From an optimization exercise on the open Yosys and OpenROAD flow, aimed at small area; shortcuts taken in it are not production practice.
Where RTL was checked, it was by simulation tests only, not by an equivalence proof against the original.
Power figures rest on the tool's default switching activity, not on a simulated workload. The flow treats the clock pin as an ideal source, which a real chip does not have.

Setup of build 88:
## frame_uart_top
module frame_uart_top (
  input  logic   clk,
  input  logic   uart_reset,
  input  logic   store_req,
  input  logic   send_req,
  input  capture_pkg::pixel_t pixel_in,
  input  logic   pixel_valid,
  output logic   txd,
  output logic   capture_busy,
  output logic   send_done
);
Size: about 1,500 cells after synthesis, roughly 1,100 flip-flops.
Settings: LEC_CHECK=0, CAP_MARGIN=0, CORE_MARGIN=2, CORE_UTILIZATION=70, CTS_BUF_LIST=sky130_fd_sc_hd__clkbuf_16, PLACE_DENSITY=0.8, SLEW_MARGIN=0; clock period 10.0 ns.
standard.sh (not shown) runs the stock make flow with config.mk's settings and CLKGATE_MAP_FILE= SYNTH_SCRIPT=/design/flow/synth_recipe.tcl, a recipe that flattens the netlist after the stock synthesis.
==> flow/flow/run.sh <==
#!/bin/bash
# Own flow: the standard layout (standard.sh), with three changes:
#  - synthesis maps logic with an area-oriented ABC script (flow/abc_area.script)
#    in place of ORFS's speed script; everything else in synthesis is unchanged,
#    so the registers are the standard synthesis's;
#  - CTS runs without dummy loads;
#  - port buffers use the smallest buffer.
# Each step's full output stays in orfs/logs/, make's own output in *.log here.
set -euo pipefail
here=$(pwd)
rm -rf "$here/scripts_area"
cp -r "$FLOW_HOME/scripts" "$here/scripts_area"
cp "$here/flow/abc_area.script" "$here/scripts_area/abc_speed.script"

bash standard.sh "SCRIPTS_DIR=$here/scripts_area" synth > "$here/make_synth.log" 2>&1

bash standard.sh \
  "CTS_ARGS=-sink_clustering_enable -repair_clock_nets -sink_clustering_size 35 -sink_clustering_max_diameter 100 -buf_list sky130_fd_sc_hd__clkbuf_16 -dont_use_dummy_load" \
  "BUFFER_PORTS_ARGS=-buffer_cell sky130_fd_sc_hd__buf_1" \
  finish > "$here/make_finish.log" 2>&1
==> flow/flow/abc_area.script <==
strash
dch
amap
topo
dnsize -c
Build 88: flow completed, timing, DRC and antenna clean
Changes in build 85 relative to build 88:
Settings: swapping 0 for 20 in CAP_MARGIN; swapping 0 for 20 in SLEW_MARGIN.
diff --git a/flow/flow/run.sh b/flow/flow/run.sh
--- a/flow/flow/run.sh
+++ b/flow/flow/run.sh
@@ -16,5 +16,5 @@
 
 bash standard.sh \
-  "CTS_ARGS=-sink_clustering_enable -repair_clock_nets -sink_clustering_size 35 -sink_clustering_max_diameter 100 -buf_list sky130_fd_sc_hd__clkbuf_16 -dont_use_dummy_load" \
+  "CTS_ARGS=-sink_clustering_enable -repair_clock_nets -sink_clustering_size 35 -sink_clustering_max_diameter 100 -buf_list sky130_fd_sc_hd__clkbuf_16 -tree_buf sky130_fd_sc_hd__clkbuf_8 -dont_use_dummy_load" \
   "BUFFER_PORTS_ARGS=-buffer_cell sky130_fd_sc_hd__buf_1" \
   finish > "$here/make_finish.log" 2>&1
### Flow results
- As far as sequential share of the synthesized area goes, build 85 and build 88 are indistinguishable; the numbers are identical.
- | core utilization | build 85 vs build 88 | ≈ equal |
- [compare] base=build 88 new=build 85: summed area of non-filler cells in the final layout shows no meaningful change, transition time at the pin with the least slew margin shows a reduction of 0.13 ns, hold slack shows a reduction of 0.0044 ns.
What build 21 does differently from build 85 at the input level:
Settings: setting GPL_TIMING_DRIVEN to 0 for the first time.
diff --git a/flow/flow/run.sh b/flow/flow/run.sh
--- a/flow/flow/run.sh
+++ b/flow/flow/run.sh
@@ -16,5 +16,5 @@
 
 bash standard.sh \
-  "CTS_ARGS=-sink_clustering_enable -repair_clock_nets -sink_clustering_size 35 -sink_clustering_max_diameter 100 -buf_list sky130_fd_sc_hd__clkbuf_16 -tree_buf sky130_fd_sc_hd__clkbuf_8 -dont_use_dummy_load" \
+  "CTS_ARGS=-sink_clustering_enable -repair_clock_nets -sink_clustering_size 35 -sink_clustering_max_diameter 100 -buf_list sky130_fd_sc_hd__clkbuf_16 -dont_use_dummy_load" \
   "BUFFER_PORTS_ARGS=-buffer_cell sky130_fd_sc_hd__buf_1" \
   finish > "$here/make_finish.log" 2>&1
### Flow results
- Delta (build 21 minus build 85): area inside the core boundary was more or less identical; peak supply drop went up by 3.7%; cell area went up by 0.42%.
- Non-clock buffer count: build 21 lower than build 85
- Changes observed in build 21 relative to build 85: signal arrival time at the worst endpoint climbed 0.52 ns; latest clock arrival within the worst-skew pair neither gained nor lost much.
- Via count (build 21 vs. build 85) increases slightly
- Between build 85 and build 21, the first-pass GRT wire length is lower for build 85.
- Across both runs, worst hold slack was higher for build 21 than for build 85.
- When the final numbers for build 85 and build 21 were put side by side, the sum of routed wire length over all layers turned out to be smaller in build 85.
- Placed instance area was lower in the run labelled build 85.
Input changes introduced in build 79 (baseline for comparison: build 21):
Settings: CTS_CLUSTER_SIZE newly set to 33; GPL_TIMING_DRIVEN removed (was 0); CTS_CLUSTER_DIAMETER newly set to 100.
==> comparison <==
Build 79: no failed stages, no open violations at the end. Compared with build 21, build 79 shows a lower layout overhead on the synthesized area. Build 79 vs build 21, routed wire length went down by 1.7%. Mean instance size in the synthesized netlist: build 79 vs build 21 identical. In the tables for build 79 and build 21, data arrival time of the critical path reads lower with build 79.
The following lists how build 83 was set up differently from build 79:
Settings: swapping 20 for 0 in CAP_MARGIN; swapping 20 for 0 in SLEW_MARGIN; clearing CTS_CLUSTER_SIZE, which used to be 33; clearing CTS_CLUSTER_DIAMETER, which used to be 100; putting GPL_TIMING_DRIVEN at 0 where nothing was set.
## What came out
- Delta (build 83 minus build 79): maximum operating frequency -about 8%; maximum single-stage delay on the critical path +0.11 ns.
- Build 83 and build 79 ended up with roughly the same relative area of clock buffers and inverters in the final design.
- Compared with build 79, area of the multi-input gates in build 83 increased slightly.
- When build 83 is set beside build 79, its global-route usage over all layers turns out to be 0.52 points larger.
- Relative to build 79, smallest hold slack has gone up in build 83.
- Across both runs, global routing met3 resource utilization was lower for build 83 than for build 79.
- Routing usage on met1 ends up higher on build 79.
- Diff build 79 -> build 83 | net total in the final layout | decrease of 5
- Build 79 -> build 83: total design power flat
- NOTE: wire length in build 83 exceeds that of build 79
[inputs] build 33 vs build 83
Settings: a change of SLEW_MARGIN from 0 to 20; a deleted GPL_TIMING_DRIVEN that had been 0; a change of CAP_MARGIN from 0 to 20.
--- outcome ---
Build 83 → build 33: number of ordinary and repair buffers in the finished layout rose by about 22%, final cell count was more or less identical. Taking build 83 as the reference point, the via count normalized by instance count of build 33 falls by 0.084. Via count (build 33 over build 83): decrease, about 1.3%. ~same area of all placed cells without fillers in build 33 and build 83. The share of total power in the clock network of build 83 and that of build 33 are within noise of each other. For post-route total power, build 33 and build 83 come out practically identical. Build 33: done, clean on timing, DRC and antenna. Any difference in core utilization between build 33 and build 83 is small enough to ignore. Status: cell-internal power parity (build 33, build 83). Post-synthesis to final-layout area growth: build 83 vs build 33, no meaningful difference. Note that the total length of routed met2 wires recorded for build 33 amounts to 0.920 times the value seen in build 83.

---

## north
frame_uart_top, a different RTL version from the one above (not shown whole).
Size in the first run: roughly 16 I/O pins, roughly 0.025 sq mm of cells after synthesis.
==> flow/design.v (excerpt) <==
module frame_uart_top (
  input  logic   clk,
  input  logic   uart_reset,
  input  logic   store_req,
  input  logic   send_req,
  input  capture_pkg::pixel_t pixel_in,
  input  logic   pixel_valid,
  output logic   txd,
  output logic   capture_busy,
  output logic   send_done
);
Settings: LEC_CHECK=0, CAP_MARGIN=20, CORE_MARGIN=2, CORE_UTILIZATION=70, CTS_BUF_LIST=sky130_fd_sc_hd__clkbuf_16, CTS_CLUSTER_DIAMETER=80, CTS_CLUSTER_SIZE=32, PLACE_DENSITY=0.8, SLEW_MARGIN=20; clock period 10.0 ns.
run.sh (not shown) runs the stock make flow with config.mk's settings and CLKGATE_MAP_FILE= SYNTH_SCRIPT=/design/flow/synth_recipe.tcl, a recipe that flattens the netlist after the stock synthesis.
Stock flow here: none of the scripts above is used.
diff inputs: north => south
- swapping 80 for 120 in CTS_CLUSTER_DIAMETER
- swapping 32 for 35 in CTS_CLUSTER_SIZE
## What came out
- south gives less met3 track demand over resource than north did.
- Going from north to south, headroom to the max-slew limit grew by 2.6 points, setup slack of the critical path after layout has decreased, overall power of the completed layout fell by about 1.2%, largest incremental delay on the critical path saw little to no change, global-route wire length before repair fell by about 2.8%.
- Of the two candidates, north has the worse sum of routed wire length over all layers and south the better one.
What east does differently from south at the input level:
- a change of CTS_CLUSTER_DIAMETER from 120 to 100
- a change of CORE_UTILIZATION from 70 to 80
- a change of PLACE_DENSITY from 0.8 to 0.9
==> notes.md <==
- Seen in the log of east: DPL-0033 during clock tree synthesis, after which the run never completed.
- Against south, site row count in east fell by a little under 10%.
- Delta (east minus south): initial core utilization increased by 11 points relative to the old numbers; global placement routability congestion increased by 0.014 relative to the old numbers; post-place setup slack decreased by 0.043 ns relative to the old numbers; synthesized cell count closely matched the old numbers; number of buffers between clock root and the deepest sink closely matched the old numbers.
- Estimated wirelength of the detail-placed design ends up higher on east.
- Re count of placed standard cells including taps: south and east aren't equal, and the higher value belongs to south.
> inputs changed (east -> west)
- changing CTS_CLUSTER_SIZE from 35 to 33
- changing CORE_UTILIZATION from 80 to 70
- changing PLACE_DENSITY from 0.9 to 0.8
Notes after the runs:
Per the final summary, west finished and its layout is clean on timing, DRC and antenna.
Relative to east, floorplan die height increased by 12 microns in west.
Relative to east, number of cell rows has gone up in west.
Compared with east, in west number of hold-repair buffers added at the cts stage level, synthesized area level.
As far as share of the yosys chip area belonging to registers goes, west and east are indistinguishable; the numbers are identical.
Diff west..east | cell count after synthesis | unchanged
Initial cell density of the core: lower on west
west -> east: area of placed instances flat
Flip-flop and latch count after synthesis: east vs west — no meaningful difference
On pre-CTS setup slack, east loses to west.
Changes in middle relative to west:
- CTS_CLUSTER_SIZE: 33 -> 36
- CTS_CLUSTER_DIAMETER: 100 -> 45
## What came out
Worst setup slack for middle is higher than for west. Comparing middle against west, there is no change at all in area after synthesis. Between middle and west, the largest voltage drop on the vdd net is higher for middle. As far as antenna diode count goes, middle and west are indistinguishable; the numbers are identical. | proportion of cell area spent on the clock network | middle vs west | 3.2 points higher |. Re sequential element share of the synthesized area: no difference whatsoever between west and middle. As far as buffer share of cell area is concerned, west and middle perform about the same. Compared to west, middle leaves less free space in the core. Summary: with west as the reference, overall power in middle moved up by a little under 10%. Compared with west, middle shows cell count that has gone up by a few percent. Relative max-transition margin, middle and west: smaller value in west.
No run of this note included a check of the RTL's function; only the layout flow was run.

---

The RTL this note starts from:
==> flow/design.v <==
package capture_pkg;
  localparam int FRAME_W      = 16;
  localparam int FRAME_H      = 8;
  localparam int FRAME_PIXELS = FRAME_W * FRAME_H;
  localparam int ADDR_W = $clog2(FRAME_PIXELS);
  typedef logic [7:0] pixel_t;
  typedef logic [ADDR_W-1:0] pixel_addr_t;
  typedef enum logic [1:0] {
    CAP_IDLE  = 2'd0,
    CAP_STORE = 2'd1,
    CAP_SEND  = 2'd2,
    CAP_DRAIN = 2'd3
  } capture_state_e;
endpackage
package uart_pkg;
  localparam int CLKS_PER_BIT = 4;
  localparam int DATA_BITS    = 8;
  localparam int FRAME_BITS = DATA_BITS + 2;
  localparam int BAUD_CNT_W = $clog2(CLKS_PER_BIT);
  localparam int BIT_IDX_W  = $clog2(FRAME_BITS);
  typedef logic [DATA_BITS-1:0] uart_byte_t;
  typedef enum logic [1:0] {
    CH_GREEN = 2'd0,
    CH_BLUE  = 2'd1,
    CH_RED   = 2'd2
  } tx_channel_e;
endpackage
`timescale 1ns/100ps
module frame_uart_top (
  input  logic   clk,
  input  logic   uart_reset,
  input  logic   store_req,
  input  logic   send_req,
  input  capture_pkg::pixel_t pixel_in,
  input  logic   pixel_valid,
  output logic   txd,
  output logic   capture_busy,
  output logic   send_done
);
  localparam int NPIX = 128;
  localparam int WP   = 8;             
  localparam int NWP  = NPIX / WP;     
  localparam int DL   = WP - 1;        
  typedef enum logic [2:0] {
    S_IDLE  = 3'd0,
    S_STORE = 3'd1,
    S_ALIGN = 3'd2,
    S_LOAD  = 3'd3,
    S_TX    = 3'd4,
    S_DONE  = 3'd5
  } state_e;
  state_e state;
  logic [7:0] ring [NPIX];
  logic [6:0] ring_pos;
  logic [6:0] pix_idx;
  logic [7:0] dl_data [1:DL];
  logic       dl_pend [1:DL];
  logic       txd_q;
  logic       store_start;
  logic       arrive;
  logic       have;
  logic       aligned;
  logic       wr;
  logic [7:0] wdata;
  logic [DL:0] take;     
  assign store_start = (state == S_IDLE) && !uart_reset && store_req;
  assign arrive      = (state == S_STORE) && !uart_reset && pixel_valid;
  assign aligned     = (ring_pos[2:0] == 3'd0);
  always_comb begin
    take  = '0;
    wdata = pixel_in;
    have  = arrive;
    for (int k = 1; k <= DL; k++) begin
      if (dl_pend[k]) begin
        take  = '0;
        take[k] = 1'b1;
        wdata = dl_data[k];
        have  = 1'b1;
      end
    end
    if (!take[DL:1]) take[0] = arrive;
  end
  assign wr = aligned && have;
  always_ff @(posedge clk) begin
    dl_data[1] <= pixel_in;
    dl_pend[1] <= arrive && !(wr && take[0]) && !store_start;
    for (int k = 1; k < DL; k++) begin
      dl_data[k+1] <= dl_data[k];
      dl_pend[k+1] <= dl_pend[k] && !(wr && take[k]) && !store_start;
    end
  end
  always_ff @(posedge clk) begin
    for (int s = 0; s < NPIX; s++) begin
      if ((s % WP) == 0 && wr && ring_pos[6:3] == 4'(s / WP)) begin
        ring[s] <= wdata;
      end else begin
        ring[s] <= ring[(s + NPIX - 1) % NPIX];
      end
    end
  end
  logic realign;
  logic cap;
  logic hold;
  assign realign = (state == S_ALIGN) && !have && (pix_idx != 7'd0);
  assign cap     = (state == S_LOAD) && (ring_pos == 7'd0);
  assign hold    = wr || realign || cap;
  always_ff @(posedge clk) begin
    if (!hold) begin
      ring_pos <= ring_pos + 7'd1;
    end
    if (store_start) begin
      pix_idx <= '0;
    end else if (arrive || realign || cap) begin
      pix_idx <= pix_idx + 7'd1;
    end
  end
  always_ff @(posedge clk) begin
    if (uart_reset) begin
      state <= S_IDLE;
    end else begin
      case (state)
        S_IDLE: begin
          if (store_req)     state <= S_STORE;
          else if (send_req) state <= S_ALIGN;
        end
        S_STORE: begin
          if (arrive && pix_idx == 7'd127) state <= S_IDLE;
        end
        S_ALIGN: begin
          if (!have && pix_idx == 7'd0) state <= S_LOAD;
        end
        S_LOAD: begin
          if (cap) state <= S_TX;
        end
        S_TX: begin
          if (ring_pos == 7'd127) begin
            state <= (pix_idx == 7'd0) ? S_DONE : S_LOAD;
          end
        end
        default: state <= S_IDLE;
      endcase
    end
  end
  logic       slot_last;
  logic       next_bit;
  logic [4:0] slot;
  assign slot      = ring_pos[6:2];
  assign slot_last = (ring_pos[1:0] == 2'd3);
  always_comb begin
    case (slot)
      5'd5:    next_bit = ring[23][2];
      5'd6:    next_bit = ring[27][3];
      5'd7:    next_bit = ring[31][4];
      5'd16:   next_bit = ring[67][0];
      5'd17:   next_bit = ring[71][1];
      5'd25:   next_bit = ring[103][5];
      5'd26:   next_bit = ring[107][6];
      5'd27:   next_bit = ring[111][7];
      5'd8, 5'd18, 5'd28, 5'd29, 5'd30, 5'd31:
               next_bit = 1'b1;
      default: next_bit = 1'b0;
    endcase
  end
  always_ff @(posedge clk) begin
    if (uart_reset) begin
      txd_q <= 1'b1;
    end else if (state == S_TX) begin
      if (slot_last) txd_q <= next_bit;
    end else begin
      txd_q <= !cap;
    end
  end
  assign txd          = txd_q;
  assign capture_busy = (state != S_IDLE);
  assign send_done    = (state == S_DONE);
endmodule
Settings: LEC_CHECK=0, CAP_MARGIN=20, CORE_MARGIN=2, CORE_UTILIZATION=70, CTS_BUF_LIST=sky130_fd_sc_hd__clkbuf_4, PLACE_DENSITY=0.8, SLEW_MARGIN=20; clock period 10.0 ns.
Rerun with:
- CORE_UTILIZATION: 70 -> 40
- CTS_BUF_LIST: sky130_fd_sc_hd__clkbuf_4 -> default
- PLACE_DENSITY: 0.8 -> default
Power goes up by 4.8%.
Worst setup slack improves by 450 ps.
Global-route usage goes down by 12 points.
Routed wire length goes down by 14%.
Final cell count goes up by 6.5%.
Non-clock buffer count goes down by 1.

-- separate check: timing with driven ports --
The results above use ideal ports. As a check the final layouts listed here were re-extracted and re-timed, cells and wires unchanged. Step 1 (the two cells are an assumption about what drives the block):
set clk [get_ports {clk}]
set_driving_cell -lib_cell sky130_fd_sc_hd__clkbuf_16 $clk
set_driving_cell -lib_cell sky130_fd_sc_hd__buf_2 [delete_from_list [all_inputs] $clk]
Step 2, shift: input delay + t, output delay - t, t = (earliest + latest rising clock arrival at the registers) / 2. This alone moves slack from input paths to output paths. a / b / c = ideal ports / drivers / drivers and shift; a / b = the first two.
| run | t (ns) | slack for setup (ns) | worst slew at a driven data input, ns |
|---|---|---|---|
| build 88 | 0.593 | 4.399 / 4.427 / 3.834 | 0.03 |
| build 85 | 0.594 | 4.908 / 4.936 / 4.342 | 0.03 |
| build 21 | 0.599 | 4.379 / 4.406 / 3.806 | 0.04 |
| build 79 | 0.594 | 4.908 / 4.936 / 4.342 | 0.03 |
| build 83 | 0.595 | 4.445 / 4.478 / 3.883 | 0.04 |
| build 33 | 0.594 | 4.908 / 4.936 / 4.342 | 0.03 |
| north | 0.625 | 5.766 / 5.799 / 5.174 | 0.04 |
| south | 0.623 | 5.743 / 5.773 / 5.150 | 0.04 |
| west | 0.639 | 5.723 / 5.752 / 5.113 | 0.04 |
| middle | 0.680 | 5.747 / 5.780 / 5.100 | 0.04 |
| the first run of note 3 | 0.936 | 5.144 / 5.098 / 4.916 | 0.07 |
| the second run of note 3 | 0.674 | 5.593 / 5.608 / 4.934 | 0.06 |
After both steps setup and hold are still met in every run listed. For the second run of note 3, which loses most, drivers alone change the setup slack by +0.015 ns; drivers and shift together by -0.659 ns.
